What follows belongs to an exercise in optimizing a design on an open flow for small area; a production flow would make more cautious choices. Function was checked by simulation only, so behaviour that the tests miss may differ from the original. Power is estimated from default activity; no workload was simulated.

==> inputs of trial 25 <==
==> flow/design.v (excerpt) <==
module int_regfile_mp #(
    parameter int XLEN  = int_rf_pkg::XLEN_DEF,
    parameter int NREGS = 32,
    parameter int NRD   = 2,
    parameter int NWR   = 2,
    localparam int AW   = $clog2(NREGS)
) (
    input  logic                clk_i,
    input  logic                rsn_i,
    input  logic [NRD*AW-1:0]   rd_addr_i,
    output logic [NRD*XLEN-1:0] rd_data_o,
    input  logic [NWR-1:0]      wr_en_i,
    input  logic [NWR*AW-1:0]   wr_addr_i,
    input  logic [NWR*XLEN-1:0] wr_data_i,
    input  logic                busy_set_i,
    input  logic [AW-1:0]       busy_addr_i,
    output logic [NREGS-1:0]    busy_o,
    input  logic                exc_en_i,
    input  logic [XLEN-1:0]     exc_pc_i,
    input  logic [XLEN-1:0]     exc_tval_i,
    input  logic [XLEN-1:0]     exc_cause_i,
    input  logic                mret_i,
    input  logic                priv_wr_en_i,
    input  logic [XLEN-1:0]     priv_wr_data_i,
    output logic [XLEN-1:0]     mepc_o,
    output logic [XLEN-1:0]     mtval_o,
    output logic [XLEN-1:0]     mcause_o,
    output logic [XLEN-1:0]     mpriv_o
);
clock: 7.0 ns
lec_check: 0
cap_margin: 20
core_margin: 2
core_utilization: 60
place_density: 0.7
slew_margin: 20
synth_hierarchical: 1
synth_minimum_keep_size: 0
run.sh (not shown) runs the stock make flow with config.mk's settings and CLKGATE_MAP_FILE= SYNTH_SCRIPT=/design/flow/synth_recipe.tcl, a recipe that flattens the netlist after the stock synthesis.
==> inputs of build 14, as changes to trial 25 <==
--- a/flow/design.v
+++ b/flow/design.v
@@ -7,37 +7,29 @@
     localparam int MPRIV_RST  = 1;
     localparam int CAUSE_KEEP_PC_B0 = 12;
     localparam int CAUSE_KEEP_PC_B1 = 13;
     localparam int CAUSE_KEEP_PC_B2 = 15;
 endpackage
 module int_rf_scoreboard #(
     parameter int NREGS = 32,
-    parameter int NWR   = 2,
     localparam int AW   = $clog2(NREGS)
 ) (
     input  logic              clk_i,
     input  logic              rsn_i,
-    input  logic [NWR-1:0]    wr_en_i,
-    input  logic [NWR*AW-1:0] wr_addr_i,
+    input  logic [NREGS-1:1]  wr_hit_i,
     input  logic              busy_set_i,
     input  logic [AW-1:0]     busy_addr_i,
     input  logic              flush_i,
     output logic [NREGS-1:0]  busy_o
 );
-    logic [NWR-1:0][AW-1:0] wa;
-    logic [NREGS-1:1]       busy_d, busy_q;
-    assign wa = wr_addr_i;
-    always_comb begin
-        busy_d = busy_q;
-        for (int r = 1; r < NREGS; r++) begin
-            for (int p = 0; p < NWR; p++)
-                if (wr_en_i[p] && wa[p] == AW'(r)) busy_d[r] = 1'b0;
-            if (busy_set_i && busy_addr_i == AW'(r)) busy_d[r] = 1'b1;
-            if (flush_i) busy_d[r] = 1'b0;
-        end
+    logic [NREGS-1:1] busy_d, busy_q, set, keep;
+    for (genvar r = 1; r < NREGS; r++) begin : g_bit
+        assign set[r]    = busy_set_i && !flush_i && busy_addr_i == AW'(r);
+        assign keep[r]   = ~(wr_hit_i[r] | flush_i);
+        assign busy_d[r] = set[r] | (busy_q[r] & keep[r]);
     end
     always_ff @(posedge clk_i or negedge rsn_i) begin
         if (!rsn_i) busy_q <= '0;
         else        busy_q <= busy_d;
     end
     assign busy_o = {busy_q, 1'b0};
 endmodule
@@ -72,37 +64,41 @@
 );
     localparam int NPAIR = (NREGS - 1) / 2;
     logic [NRD-1:0][AW-1:0]     ra;
     logic [NWR-1:0][AW-1:0]     wa;
     logic [NWR-1:0][XLEN-1:0]   wd;
     logic [NREGS-1:1][XLEN-1:0] regs_n, regs_dn;
     logic [NREGS-1:1]           vld_q;
-    logic [NREGS-1:1]           hit0, hit1, wen;
+    logic [NREGS-1:1]           hit0, hit1, wen, hold, sel0, sel1;
     logic [NRD-1:0][NREGS-1:1]  rsel_n;
     logic [XLEN-1:0] mepc_d, mepc_q, mtval_d, mtval_q, mcause_d, mcause_q;
     logic [XLEN-1:0] mpp_d, mpp_q, mpriv_d, mpriv_q;
-    logic            keep_pc;
+    logic [XLEN-1:0] mepc_n;
+    logic            keep_pc, exc_n;
     assign ra = rd_addr_i;
     assign wa = wr_addr_i;
     assign wd = wr_data_i;
     for (genvar r = 1; r < NREGS; r++) begin : g_wdec
         assign hit0[r] = wr_en_i[0] && wa[0] == AW'(r);
         assign hit1[r] = wr_en_i[1] && wa[1] == AW'(r);
         assign wen[r]  = hit0[r] | hit1[r];
+        assign hold[r] = ~wen[r];
+        assign sel0[r] = hit0[r] & ~hit1[r];
+        assign sel1[r] = hit1[r];
     end
     for (genvar r = 1; r < NREGS; r++) begin : g_reg
         for (genvar b = 0; b < XLEN; b++) begin : g_wbit
-            int_rf_o22ai u_wsel (
-                .a1(~hit1[r]), .a2(wd[1][b]), .b1(hit1[r]), .b2(wd[0][b]),
+            int_rf_a222oi u_wsel (
+                .a1(hold[r]), .a2(~regs_n[r][b]),
+                .b1(sel0[r]), .b2(wd[0][b]),
+                .c1(sel1[r]), .c2(wd[1][b]),
                 .y(regs_dn[r][b])
             );
         end
-        always_ff @(posedge clk_i) begin
-            if (wen[r]) regs_n[r] <= regs_dn[r];
-        end
+        always_ff @(posedge clk_i) regs_n[r] <= regs_dn[r];
         always_ff @(posedge clk_i or negedge rsn_i) begin
             if (!rsn_i)       vld_q[r] <= 1'b0;
             else if (wen[r])  vld_q[r] <= 1'b1;
         end
     end
     for (genvar q = 0; q < NRD; q++) begin : g_rdec
         for (genvar r = 1; r < NREGS; r++) begin : g_r
@@ -119,36 +115,42 @@
                     .y(t[k])
                 );
             end
             assign t[NPAIR] = ~(rsel_n[q][NREGS-1] | regs_n[NREGS-1][b]);
             assign rd_data_o[q*XLEN+b] = |t;
         end
     end
-    int_rf_scoreboard #(.NREGS(NREGS), .NWR(NWR)) u_sb (
+    int_rf_scoreboard #(.NREGS(NREGS)) u_sb (
         .clk_i       (clk_i),
         .rsn_i       (rsn_i),
-        .wr_en_i     (wr_en_i),
-        .wr_addr_i   (wr_addr_i),
+        .wr_hit_i    (wen),
         .busy_set_i  (busy_set_i),
         .busy_addr_i (busy_addr_i),
         .flush_i     (exc_en_i),
         .busy_o      (busy_o)
     );
     assign keep_pc = exc_cause_i[int_rf_pkg::CAUSE_KEEP_PC_B0] | exc_cause_i[int_rf_pkg::CAUSE_KEEP_PC_B1]
                    | exc_cause_i[int_rf_pkg::CAUSE_KEEP_PC_B2];
+    assign mepc_n = exc_pc_i + {{(XLEN-3){1'b0}}, ~keep_pc, 2'b00};
+    assign exc_n  = ~exc_en_i;
+    for (genvar b = 0; b < XLEN; b++) begin : g_csr
+        int_rf_o22a u_mepc (
+            .a1(exc_en_i), .a2(mepc_q[b]), .b1(exc_n), .b2(mepc_n[b]), .y(mepc_d[b])
+        );
+        int_rf_o22a u_mtval (
+            .a1(exc_en_i), .a2(mtval_q[b]), .b1(exc_n), .b2(exc_tval_i[b]), .y(mtval_d[b])
+        );
+        int_rf_o22a u_mcause (
+            .a1(exc_en_i), .a2(mcause_q[b]), .b1(exc_n), .b2(exc_cause_i[b]), .y(mcause_d[b])
+        );
+    end
     always_comb begin
-        mepc_d   = mepc_q;
-        mtval_d  = mtval_q;
-        mcause_d = mcause_q;
         mpp_d    = mpp_q;
         mpriv_d  = mpriv_q;
         if (exc_en_i) begin
-            mepc_d   = exc_pc_i + {{(XLEN-3){1'b0}}, ~keep_pc, 2'b00};
-            mtval_d  = exc_tval_i;
-            mcause_d = exc_cause_i;
             mpp_d    = mpriv_q;
             mpriv_d  = XLEN'(int_rf_pkg::MPRIV_RST);
         end else if (mret_i) begin
             mpriv_d = mpp_q;
             mpp_d   = '0;
         end else if (priv_wr_en_i) begin
             mpriv_d = priv_wr_data_i;
@@ -170,16 +172,36 @@
         end
     end
     assign mepc_o   = mepc_q;
     assign mtval_o  = mtval_q;
     assign mcause_o = mcause_q;
     assign mpriv_o  = mpriv_q;
 endmodule
+module int_rf_a222oi (
+    input  logic a1,
+    input  logic a2,
+    input  logic b1,
+    input  logic b2,
+    input  logic c1,
+    input  logic c2,
+    output logic y
+);
+    assign y = ~((a1 & a2) | (b1 & b2) | (c1 & c2));
+endmodule
 module int_rf_o22ai (
     input  logic a1,
     input  logic a2,
     input  logic b1,
     input  logic b2,
     output logic y
 );
     assign y = ~((a1 | a2) & (b1 | b2));
 endmodule
+module int_rf_o22a (
+    input  logic a1,
+    input  logic a2,
+    input  logic b1,
+    input  logic b2,
+    output logic y
+);
+    assign y = (a1 | a2) & (b1 | b2);
+endmodule
==> flow/flow/run.sh (new file) <==
#!/bin/bash
# Own layout flow: the standard ORFS flow (standard.sh), with
#  - the I/O ports buffered by buf_1 instead of the default buffer,
#  - clock tree synthesis without dummy loads, with clkbuf_8 and small sink
#    clusters of up to 16 flip-flops.
# Each stage's make output goes to its own log file in the work folder.
set -euo pipefail
export BUFFER_PORTS_ARGS="-buffer_cell sky130_fd_sc_hd__buf_1"
export CTS_ARGS="-sink_clustering_enable -repair_clock_nets -dont_use_dummy_load -buf_list sky130_fd_sc_hd__clkbuf_8 -sink_clustering_size 16 -sink_clustering_max_diameter 70"
for step in synth floorplan place cts grt route finish; do
    bash standard.sh "$step" > "flow_${step}.log" 2>&1
done
==> flow/standard.sh (new file) <==
#!/bin/bash
# synth_recipe.tcl (not shown) runs the flow's synth.tcl, then flattens the netlist and writes it again
# the make line also repeats each setting of config.mk as NAME=value (left out here)
make -C /OpenROAD-flow-scripts/flow DESIGN_CONFIG=/design/flow/config.mk WORK_HOME=/design/flow/orfs CLKGATE_MAP_FILE= SYNTH_SCRIPT=/design/flow/synth_recipe.tcl "${@:-finish}"
- CORE_UTILIZATION: 60 -> 30
- PLACE_DENSITY: 0.7 -> 0.45
- SETUP_SLACK_MARGIN: not set -> 0.4
removed: flow/run.sh
==> inputs of trial 42, as changes to trial 25 <==
==> flow/design.v (replaced) <==
package int_rf_pkg;
    localparam int XLEN_DEF = 32;
    localparam int MEPC_RST   = 0;
    localparam int MTVAL_RST  = 0;
    localparam int MCAUSE_RST = 0;
    localparam int MPP_RST    = 0;
    localparam int MPRIV_RST  = 1;
    localparam int CAUSE_KEEP_PC_B0 = 12;
    localparam int CAUSE_KEEP_PC_B1 = 13;
    localparam int CAUSE_KEEP_PC_B2 = 15;
endpackage
module int_rf_scoreboard #(
    parameter int NREGS = 32,
    parameter int NWR   = 2,
    localparam int AW   = $clog2(NREGS)
) (
    input  logic              clk_i,
    input  logic              rsn_i,
    input  logic [NWR-1:0]    wr_en_i,
    input  logic [NWR*AW-1:0] wr_addr_i,
    input  logic              busy_set_i,
    input  logic [AW-1:0]     busy_addr_i,
    input  logic              flush_i,
    output logic [NREGS-1:0]  busy_o
);
    logic [NWR-1:0][AW-1:0] wa;
    logic [NREGS-1:0]       busy_d, busy_q;
    assign wa = wr_addr_i;
    always_comb begin
        busy_d = busy_q;
        for (int p = 0; p < NWR; p++)
            if (wr_en_i[p]) busy_d[wa[p]] = 1'b0;
        if (busy_set_i && busy_addr_i != '0) busy_d[busy_addr_i] = 1'b1;
        if (flush_i) busy_d = '0;
        busy_d[0] = 1'b0;
    end
    always_ff @(posedge clk_i or negedge rsn_i) begin
        if (!rsn_i) busy_q <= '0;
        else        busy_q <= busy_d;
    end
    assign busy_o = busy_q;
endmodule
module int_regfile_mp #(
    parameter int XLEN  = int_rf_pkg::XLEN_DEF,
    parameter int NREGS = 32,
    parameter int NRD   = 2,
    parameter int NWR   = 2,
    localparam int AW   = $clog2(NREGS)
) (
    input  logic                clk_i,
    input  logic                rsn_i,
    input  logic [NRD*AW-1:0]   rd_addr_i,
    output logic [NRD*XLEN-1:0] rd_data_o,
    input  logic [NWR-1:0]      wr_en_i,
    input  logic [NWR*AW-1:0]   wr_addr_i,
    input  logic [NWR*XLEN-1:0] wr_data_i,
    input  logic                busy_set_i,
    input  logic [AW-1:0]       busy_addr_i,
    output logic [NREGS-1:0]    busy_o,
    input  logic                exc_en_i,
    input  logic [XLEN-1:0]     exc_pc_i,
    input  logic [XLEN-1:0]     exc_tval_i,
    input  logic [XLEN-1:0]     exc_cause_i,
    input  logic                mret_i,
    input  logic                priv_wr_en_i,
    input  logic [XLEN-1:0]     priv_wr_data_i,
    output logic [XLEN-1:0]     mepc_o,
    output logic [XLEN-1:0]     mtval_o,
    output logic [XLEN-1:0]     mcause_o,
    output logic [XLEN-1:0]     mpriv_o
);
    logic [NRD-1:0][AW-1:0]     ra;
    logic [NRD-1:0][XLEN-1:0]   rd;
    logic [NWR-1:0][AW-1:0]     wa;
    logic [NWR-1:0][XLEN-1:0]   wd;
    logic [NREGS-1:0][XLEN-1:0] regs_d, regs_q;
    logic [XLEN-1:0] mepc_d, mepc_q, mtval_d, mtval_q, mcause_d, mcause_q;
    logic [XLEN-1:0] mpp_d, mpp_q, mpriv_d, mpriv_q;
    logic            keep_pc;
    assign ra = rd_addr_i;
    assign wa = wr_addr_i;
    assign wd = wr_data_i;
    always_comb begin
        regs_d = regs_q;
        for (int p = 0; p < NWR; p++)
            if (wr_en_i[p] && wa[p] != '0) regs_d[wa[p]] = wd[p];
    end
    always_ff @(posedge clk_i or negedge rsn_i) begin
        if (!rsn_i) regs_q <= '0;
        else        regs_q <= regs_d;
    end
    always_comb begin
        rd = '0;
        for (int r = 0; r < NRD; r++) begin
            if (ra[r] != '0) rd[r] = regs_q[ra[r]];
        end
    end
    assign rd_data_o = rd;
    int_rf_scoreboard #(.NREGS(NREGS), .NWR(NWR)) u_sb (
        .clk_i       (clk_i),
        .rsn_i       (rsn_i),
        .wr_en_i     (wr_en_i),
        .wr_addr_i   (wr_addr_i),
        .busy_set_i  (busy_set_i),
        .busy_addr_i (busy_addr_i),
        .flush_i     (exc_en_i),
        .busy_o      (busy_o)
    );
    assign keep_pc = exc_cause_i[int_rf_pkg::CAUSE_KEEP_PC_B0] | exc_cause_i[int_rf_pkg::CAUSE_KEEP_PC_B1]
                   | exc_cause_i[int_rf_pkg::CAUSE_KEEP_PC_B2];
    always_comb begin
        mepc_d   = mepc_q;
        mtval_d  = mtval_q;
        mcause_d = mcause_q;
        mpp_d    = mpp_q;
        mpriv_d  = mpriv_q;
        if (exc_en_i) begin
            mepc_d   = keep_pc ? exc_pc_i : exc_pc_i + XLEN'(4);
            mtval_d  = exc_tval_i;
            mcause_d = exc_cause_i;
            mpp_d    = mpriv_q;
            mpriv_d  = XLEN'(int_rf_pkg::MPRIV_RST);
        end else if (mret_i) begin
            mpriv_d = mpp_q;
            mpp_d   = '0;
        end else if (priv_wr_en_i) begin
            mpriv_d = priv_wr_data_i;
        end
    end
    always_ff @(posedge clk_i or negedge rsn_i) begin
        if (!rsn_i) begin
            mepc_q   <= XLEN'(int_rf_pkg::MEPC_RST);
            mtval_q  <= XLEN'(int_rf_pkg::MTVAL_RST);
            mcause_q <= XLEN'(int_rf_pkg::MCAUSE_RST);
            mpp_q    <= XLEN'(int_rf_pkg::MPP_RST);
            mpriv_q  <= XLEN'(int_rf_pkg::MPRIV_RST);
        end else begin
            mepc_q   <= mepc_d;
            mtval_q  <= mtval_d;
            mcause_q <= mcause_d;
            mpp_q    <= mpp_d;
            mpriv_q  <= mpriv_d;
        end
    end
    assign mepc_o   = mepc_q;
    assign mtval_o  = mtval_q;
    assign mcause_o = mcause_q;
    assign mpriv_o  = mpriv_q;
endmodule
- CORE_UTILIZATION: 60 -> 40
- PLACE_DENSITY: 0.7 -> not set
- SYNTH_HIERARCHICAL: 1 -> not set
- SYNTH_MINIMUM_KEEP_SIZE: 0 -> not set
==> summary.txt <==
Trial 42 completed with no timing, DRC or antenna violations. Build 14 passed the timing, DRC and antenna checks. Trial 25 completed and failed the layout checks on negative setup slack.
The highest worst setup slack belongs to trial 42, the lowest to trial 25.
Synthesized area, lowest first: build 14, trial 25, trial 42.
Core utilization: trial 25 > trial 42 > build 14.
Routed wire length, lowest first: trial 25, trial 42, build 14.
Against build 14, the sequential power of trial 25 is smaller by about 15%.
==> figures <==
                                                trial 42      build 14                  trial 25
Flop pwr share                                     0.424         0.568                     0.477
Overall die area                            0.1869 sq mm  0.1772 sq mm             0.09411 sq mm
Flop-to-flop setup slack                         6030 ps       5940 ps                   6060 ps
Run status              no timing/DRC/antenna violations  no timing/DRC/antenna violations  finished with violations
Layout check failures                                  -             -      negative setup slack
Leakage power total                             37.16 nW      26.34 nW                  22.67 nW
Total number of vias                               63680         57250                     56170
Levels on crit path                                    6             9                        10
Post-route minimum period                        6501 ps       6517 ps                   7081 ps
Detailed-routed wire length on met2            133800 um     131700 um                 102500 um
Total number of nets in the final design            7792          6242                      5386
Relative slew slack                               0.1415        0.1493                    0.1048
Multi-input logic portion of the cell area        0.4697        0.3823                    0.2876

-- what the ideal ports hide --
The flow's constraints put no driver on any port. The routed layouts listed below were extracted and timed again, unchanged, in two steps. Step 1 sets driving cells, clkbuf_16 on the clock port and buf_2 on the other inputs (assumed; they add their load-dependent delay and slew). Step 2, shift: input delay + t, output delay - t, t = (earliest + latest rising clock arrival at the registers) / 2. This alone moves slack from input paths to output paths. a / b / c = no drivers / after step 1 / after step 2; a / b = the first two.
| run | t, ns | setup slack, ns | worst slew at a driven data input, ns |
|---|---|---|---|
| trial 25 | 0.828 | -0.081 / -0.254 / -0.254 | 0.18 |
| build 14 | 0.964 | 0.483 / 0.458 / 0.458 | 0.20 |
| trial 42 | 0.883 | 0.499 / 0.370 / 0.370 | 0.20 |
The setup slack of trial 25, which loses most, moves by -0.173 ns with the drivers and by -0.173 ns with both steps.
